From an optimization exercise on the open Yosys and OpenROAD flow, aimed at small area, a short achievable clock period and few clock cycles per item; shortcuts taken in it are not production practice.
At most, simulation tests tie the RTL to the original design; equivalence was not proved.
No activity file was given, so power comes from the tool's default toggle rates.

==> job 9169 <==
Design conv_engine_top, start of the top module:
module conv_engine_top (
    input  logic                            clk,
    input  logic                            reset,
    input  logic                            loading,
    input  logic [conv_pkg::LAYER_W-1:0]    num_layers,
    input  logic                            w_wr_en,
    input  logic [conv_pkg::CHAN_W-1:0]     w_chan,
    input  logic [conv_pkg::MAP_W-1:0]      w_map,
    input  logic [conv_pkg::WEIGHT_W-1:0]   w_data,
    input  logic                            in_valid,
    output logic                            in_ready,
    input  logic [conv_pkg::ACT_W-1:0]      in_act,
    input  logic [conv_pkg::CHAN_W-1:0]     in_chan,
    input  logic                            in_last,
    output logic                            out_valid,
    input  logic                            out_ready,
    output logic [conv_pkg::ACC_W-1:0]      out_data,
    output logic [conv_pkg::MAP_W-1:0]      out_map,
    output logic [conv_pkg::LAYER_W-1:0]    out_layer,
    output logic                            need_weights,
    output logic                            run_done,
    output logic [conv_pkg::COUNT_W-1:0]    skipped_count
);
export LEC_CHECK = 0
export ABC_AREA = 0
export CAP_MARGIN = 20
export CORE_MARGIN = 2
export CORE_UTILIZATION = 40
export SLEW_MARGIN = 20
export TNS_END_PERCENT = 0
create_clock -name core_clock -period 10.0 [get_ports {clk}]
standard.sh (not shown) runs the stock make flow with config.mk's settings and CLKGATE_MAP_FILE= SYNTH_SCRIPT=/design/flow/synth_recipe.tcl, a recipe that flattens the netlist after the stock synthesis.
==> flow/flow/run.sh <==
#!/bin/bash
set -euo pipefail
bash standard.sh SETUP_SLACK_MARGIN=7 "BUFFER_PORTS_ARGS=-buffer_cell sky130_fd_sc_hd__buf_2" finish > standard_flow.log 2>&1
==> job 8449: changes against job 9169 <==
--- a/flow/design.v
+++ b/flow/design.v
@@ -20,47 +20,29 @@
     input  logic                                                      reset,
     input  logic                                                      layer_start,
     input  logic                                                      in_valid,
     input  logic                                                      in_ready,
     input  logic [conv_pkg::ACT_W-1:0]                                in_act,
-    input  logic [conv_pkg::CHAN_W-1:0]                               in_chan,
     input  logic                                                      in_last,
-    output logic [conv_pkg::NUM_IN_CHANS-1:0]                         rd_chan_oh,
     input  logic [conv_pkg::NUM_OUT_MAPS-1:0][conv_pkg::WEIGHT_W-1:0] rd_weights,
     output logic [conv_pkg::ACT_W-1:0]                                fetch_act,
     output logic [conv_pkg::ACT_W:0]                                  fetch_nact,
-    output logic [conv_pkg::NUM_OUT_MAPS-1:0][15:0]                   fetch_sel,
+    output logic [conv_pkg::NUM_OUT_MAPS-1:0][conv_pkg::WEIGHT_W-1:0] fetch_weights,
     output logic                                                      fetch_last,
     output logic [conv_pkg::COUNT_W-1:0]                              skipped_count
 );
     logic beat;
     logic zero_a;
     logic start_a;
     assign beat = in_valid && in_ready && !reset;
-    function automatic logic [3:0] booth_digit(input logic [2:0] t);
-        booth_digit[0] = (t == 3'b001) || (t == 3'b010);
-        booth_digit[1] = (t == 3'b011);
-        booth_digit[2] = (t == 3'b101) || (t == 3'b110);
-        booth_digit[3] = (t == 3'b100);
-    endfunction
-    always_comb begin
-        for (int c = 0; c < conv_pkg::NUM_IN_CHANS; c++) begin
-            rd_chan_oh[c] = (in_chan == c);
-        end
-    end
     always_ff @(posedge clk) begin
-        fetch_last <= beat && in_last;
-        zero_a     <= beat && !in_last && (in_act == '0);
-        start_a    <= layer_start && !reset;
-        fetch_act  <= beat ? in_act : '0;
-        fetch_nact <= beat ? ('0 - {in_act[conv_pkg::ACT_W-1], in_act}) : '0;
-        for (int m = 0; m < conv_pkg::NUM_OUT_MAPS; m++) begin
-            fetch_sel[m] <= {booth_digit(rd_weights[m][7:5]),
-                             booth_digit(rd_weights[m][5:3]),
-                             booth_digit(rd_weights[m][3:1]),
-                             booth_digit({rd_weights[m][1:0], 1'b0})};
-        end
+        fetch_last    <= beat && in_last;
+        zero_a        <= beat && !in_last && (in_act == '0);
+        start_a       <= layer_start && !reset;
+        fetch_act     <= beat ? in_act : '0;
+        fetch_nact    <= beat ? ('0 - {in_act[conv_pkg::ACT_W-1], in_act}) : '0;
+        fetch_weights <= rd_weights;
     end
     always_ff @(posedge clk) begin
         if (reset) begin
             skipped_count <= '0;
         end else if (start_a) begin
@@ -76,11 +58,11 @@
     input  logic                                                      reset,
     input  logic                                                      w_wr_en,
     input  logic [conv_pkg::CHAN_W-1:0]                               w_chan,
     input  logic [conv_pkg::MAP_W-1:0]                                w_map,
     input  logic [conv_pkg::WEIGHT_W-1:0]                             w_data,
-    input  logic [conv_pkg::NUM_IN_CHANS-1:0]                         rd_chan_oh,
+    input  logic [conv_pkg::CHAN_W-1:0]                               rd_chan,
     output logic [conv_pkg::NUM_OUT_MAPS-1:0][conv_pkg::WEIGHT_W-1:0] rd_weights
 );
     logic [conv_pkg::NUM_OUT_MAPS-1:0][conv_pkg::WEIGHT_W-1:0] bank [conv_pkg::NUM_IN_CHANS];
     logic [conv_pkg::WEIGHT_W-1:0]                             wdata;
     assign wdata = reset ? '0 : w_data;
@@ -91,40 +73,40 @@
                     bank[c][m] <= wdata;
                 end
             end
         end
     end
-    always_comb begin
-        rd_weights = '0;
-        for (int c = 0; c < conv_pkg::NUM_IN_CHANS; c++) begin
-            rd_weights = rd_weights | ({(conv_pkg::NUM_OUT_MAPS * conv_pkg::WEIGHT_W){rd_chan_oh[c]}} & bank[c]);
-        end
-    end
+    assign rd_weights = bank[rd_chan];
 endmodule
 `timescale 1ns/10ps
 module pointwise_mac (
     input  logic                           clk,
     input  logic                           clear,
     input  logic [conv_pkg::ACT_W-1:0]     act,
     input  logic [conv_pkg::ACT_W:0]       nact,
-    input  logic [15:0]                    booth_sel,
+    input  logic [conv_pkg::WEIGHT_W-1:0]  weight,
     output logic [conv_pkg::ACC_W-1:0]     acc_s,
     output logic [conv_pkg::ACC_W-1:0]     acc_c
 );
     function automatic logic [1:0] fa(input logic a, input logic b, input logic c);
         fa = {(a & b) | (a & c) | (b & c), a ^ b ^ c};
     endfunction
     function automatic logic [1:0] ha(input logic a, input logic b);
         ha = {a & b, a ^ b};
     endfunction
-    function automatic logic [17:0] booth_row(input logic [3:0] sel,
+    function automatic logic [17:0] booth_row(input logic [2:0] t,
                                               input logic [17:0] p1,
                                               input logic [17:0] p2,
                                               input logic [17:0] n1,
                                               input logic [17:0] n2);
-        booth_row = ({18{sel[0]}} & p1) | ({18{sel[1]}} & p2) |
-                    ({18{sel[2]}} & n1) | ({18{sel[3]}} & n2);
+        logic s_p1, s_p2, s_n1, s_n2;
+        s_p1 = (t == 3'b001) || (t == 3'b010);
+        s_p2 = (t == 3'b011);
+        s_n1 = (t == 3'b101) || (t == 3'b110);
+        s_n2 = (t == 3'b100);
+        booth_row = ({18{s_p1}} & p1) | ({18{s_p2}} & p2) |
+                    ({18{s_n1}} & n1) | ({18{s_n2}} & n2);
     endfunction
     logic [17:0] pa, pa2, na, na2;
     logic [17:0] r0, r1, r2, r3;
     logic [31:0] s_next, c_next;
     logic [1:0] h0;
@@ -225,14 +207,14 @@
     logic [1:0] f81;
     assign pa  = {{2{act[15]}}, act};
     assign pa2 = {act[15], act, 1'b0};
     assign na  = {nact[16], nact};
     assign na2 = {nact, 1'b0};
-    assign r0 = booth_row(booth_sel[3:0],   pa, pa2, na, na2);
-    assign r1 = booth_row(booth_sel[7:4],   pa, pa2, na, na2);
-    assign r2 = booth_row(booth_sel[11:8],  pa, pa2, na, na2);
-    assign r3 = booth_row(booth_sel[15:12], pa, pa2, na, na2);
+    assign r0 = booth_row({weight[1:0], 1'b0}, pa, pa2, na, na2);
+    assign r1 = booth_row(weight[3:1],         pa, pa2, na, na2);
+    assign r2 = booth_row(weight[5:3],         pa, pa2, na, na2);
+    assign r3 = booth_row(weight[7:5],         pa, pa2, na, na2);
     assign h0 = ha(acc_s[4], acc_c[4]);
     assign f0 = fa(acc_s[5], acc_c[5], r0[5]);
     assign f1 = fa(acc_s[6], acc_c[6], r0[6]);
     assign h1 = ha(r1[4], r2[2]);
     assign f2 = fa(acc_s[7], acc_c[7], r0[7]);
@@ -353,41 +335,31 @@
     output logic                                                   drain_done
 );
     logic                         xfer;
     logic                         last_map;
     logic                         load;
-    logic [conv_pkg::NUM_OUT_MAPS-1:0] rd_sel;
-    logic [conv_pkg::ACC_W-1:0]        sel_s;
-    logic [conv_pkg::ACC_W-1:0]        sel_c;
-    logic [conv_pkg::ACC_W-1:0]        res;
+    logic [conv_pkg::MAP_W-1:0]   rd_sel;
+    logic [conv_pkg::ACC_W-1:0]   res;
     assign xfer       = out_valid && out_ready;
     assign last_map   = (out_map == conv_pkg::MAP_W'(conv_pkg::NUM_OUT_MAPS - 1));
     assign drain_done = xfer && last_map;
     assign load       = drain_start || (xfer && !last_map);
-    always_comb begin
-        sel_s = '0;
-        sel_c = '0;
-        for (int m = 0; m < conv_pkg::NUM_OUT_MAPS; m++) begin
-            sel_s = sel_s | ({conv_pkg::ACC_W{rd_sel[m]}} & acc_s[m]);
-            sel_c = sel_c | ({conv_pkg::ACC_W{rd_sel[m]}} & acc_c[m]);
-        end
-    end
-    assign res = sel_s + sel_c;
+    assign res        = acc_s[rd_sel] + acc_c[rd_sel];
     always_ff @(posedge clk) begin
         if (reset) begin
             out_valid <= 1'b0;
             out_map   <= '0;
-            rd_sel    <= conv_pkg::NUM_OUT_MAPS'(1);
+            rd_sel    <= '0;
         end else begin
             if (drain_start) begin
                 out_valid <= 1'b1;
                 out_map   <= '0;
             end else if (xfer) begin
                 if (last_map) out_valid <= 1'b0;
                 else out_map <= out_map + 1'b1;
             end
-            if (load) rd_sel <= {rd_sel[conv_pkg::NUM_OUT_MAPS-2:0], rd_sel[conv_pkg::NUM_OUT_MAPS-1]};
+            if (load) rd_sel <= rd_sel + 1'b1;
         end
     end
     always_ff @(posedge clk) begin
         if (load) out_data <= res[conv_pkg::ACC_W-1] ? '0 : res;
     end
@@ -494,13 +466,12 @@
     logic                                                      drain_start;
     logic                                                      drain_done;
     logic                                                      count_clear;
     logic                                                      clear_acc;
     logic                                                      last_layer;
-    logic [conv_pkg::NUM_IN_CHANS-1:0]                         rd_chan_oh;
     logic [conv_pkg::NUM_OUT_MAPS-1:0][conv_pkg::WEIGHT_W-1:0] rd_weights;
-    logic [conv_pkg::NUM_OUT_MAPS-1:0][15:0]                   fetch_sel;
+    logic [conv_pkg::NUM_OUT_MAPS-1:0][conv_pkg::WEIGHT_W-1:0] fetch_weights;
     logic [conv_pkg::ACT_W-1:0]                                fetch_act;
     logic [conv_pkg::ACT_W:0]                                  fetch_nact;
     logic                                                      fetch_last;
     logic [conv_pkg::NUM_OUT_MAPS-1:0][conv_pkg::ACC_W-1:0]    acc_s;
     logic [conv_pkg::NUM_OUT_MAPS-1:0][conv_pkg::ACC_W-1:0]    acc_c;
@@ -509,39 +480,37 @@
         .reset      (reset),
         .w_wr_en    (w_wr_en),
         .w_chan     (w_chan),
         .w_map      (w_map),
         .w_data     (w_data),
-        .rd_chan_oh (rd_chan_oh),
+        .rd_chan    (in_chan),
         .rd_weights (rd_weights)
     );
     zero_skip_fetch u_fetch (
         .clk           (clk),
         .reset         (reset),
         .layer_start   (layer_start),
         .in_valid      (in_valid),
         .in_ready      (in_ready),
         .in_act        (in_act),
-        .in_chan       (in_chan),
         .in_last       (in_last),
-        .rd_chan_oh    (rd_chan_oh),
         .rd_weights    (rd_weights),
         .fetch_act     (fetch_act),
         .fetch_nact    (fetch_nact),
-        .fetch_sel     (fetch_sel),
+        .fetch_weights (fetch_weights),
         .fetch_last    (fetch_last),
         .skipped_count (skipped_count)
     );
     for (genvar m = 0; m < conv_pkg::NUM_OUT_MAPS; m++) begin : g_mac
         pointwise_mac u_mac (
-            .clk       (clk),
-            .clear     (clear_acc),
-            .act       (fetch_act),
-            .nact      (fetch_nact),
-            .booth_sel (fetch_sel[m]),
-            .acc_s     (acc_s[m]),
-            .acc_c     (acc_c[m])
+            .clk    (clk),
+            .clear  (clear_acc),
+            .act    (fetch_act),
+            .nact   (fetch_nact),
+            .weight (fetch_weights[m]),
+            .acc_s  (acc_s[m]),
+            .acc_c  (acc_c[m])
         );
     end
     relu_drain u_drain (
         .clk         (clk),
         .reset       (reset),
==> flow/run.sh (new file) <==
#!/bin/bash
# synth_recipe.tcl (not shown) runs the flow's synth.tcl, then flattens the netlist and writes it again
# the make line also repeats each setting of config.mk as NAME=value (left out here)
make -C /OpenROAD-flow-scripts/flow DESIGN_CONFIG=/design/flow/config.mk WORK_HOME=/design/flow/orfs CLKGATE_MAP_FILE= SYNTH_SCRIPT=/design/flow/synth_recipe.tcl finish
- ABC_AREA: 0 -> default
- TNS_END_PERCENT: 0 -> default
removed: flow/flow/run.sh
removed: flow/standard.sh
==> run summary <==
Outcome: job 9169 no timing/DRC/antenna violations; job 8449 no timing/DRC/antenna violations
Vertical die dimension: job 9169 347 µm; job 8449 357 µm
Number of buffers added for setup after CTS: job 9169 27; job 8449 0
Initial Utilization: job 9169 0.404; job 8449 0.403
Met3 Use GR: job 9169 0.0573; job 8449 0.0428
GRT Resource Usage Total: job 9169 0.247; job 8449 0.239
Worst Clk Skew: job 9169 0.0531 ns; job 8449 0.0536 ns
Clock group share of total power: job 9169 0.330; job 8449 0.293
Largest fanout on the critical path: job 9169 13; job 8449 44
Vias in the first global route: job 9169 34,300; job 8449 34,200
Number of cells upsized or downsized after cts: job 9169 109; job 8449 0
Final estimated routing congestion in global placement: job 9169 0.892; job 8449 0.905
Setup repair after global routing missed its margin: job 9169 yes; job 8449 no
Post-Syn Instances: job 9169 4,080; job 8449 4,202
Testbench counts of job 8449, summed over its fixed seeds: cycles 10,978, items 6,015.
The RTL of job 9169 was laid out without a check of its function.

-- static timing again, ports no longer ideal --
No port has a modelled driver above. Below, the same layouts with a new extraction and two added sets of constraints.
Step 1 (the two cells are an assumption about what drives the block):
set clk [get_ports {clk}]
set_driving_cell -lib_cell sky130_fd_sc_hd__clkbuf_16 $clk
set_driving_cell -lib_cell sky130_fd_sc_hd__buf_2 [delete_from_list [all_inputs] $clk]
Step 2, shift: input delay + t, output delay - t, t = (earliest + latest rising clock arrival at the registers) / 2. This alone moves slack from input paths to output paths.
Three values: no drivers, after step 1, after step 2; two values: the first two.
run	t, ns	slack for setup (ns)	worst hold slack (ns)	slew at the worst register clock pin (ns)	worst slew at a driven data input, ns
job 9169	0.770	6.358 / 6.406 / 5.635	0.484 / 0.484 / 0.484	0.07 / 0.07	0.17
job 8449	0.785	5.499 / 5.499 / 5.194	0.473 / 0.473 / 0.473	0.07 / 0.07	0.12
After both steps setup and hold are still met in every run listed. For job 9169, which loses most, drivers alone change the setup slack by +0.048 ns; drivers and shift together by -0.723 ns.
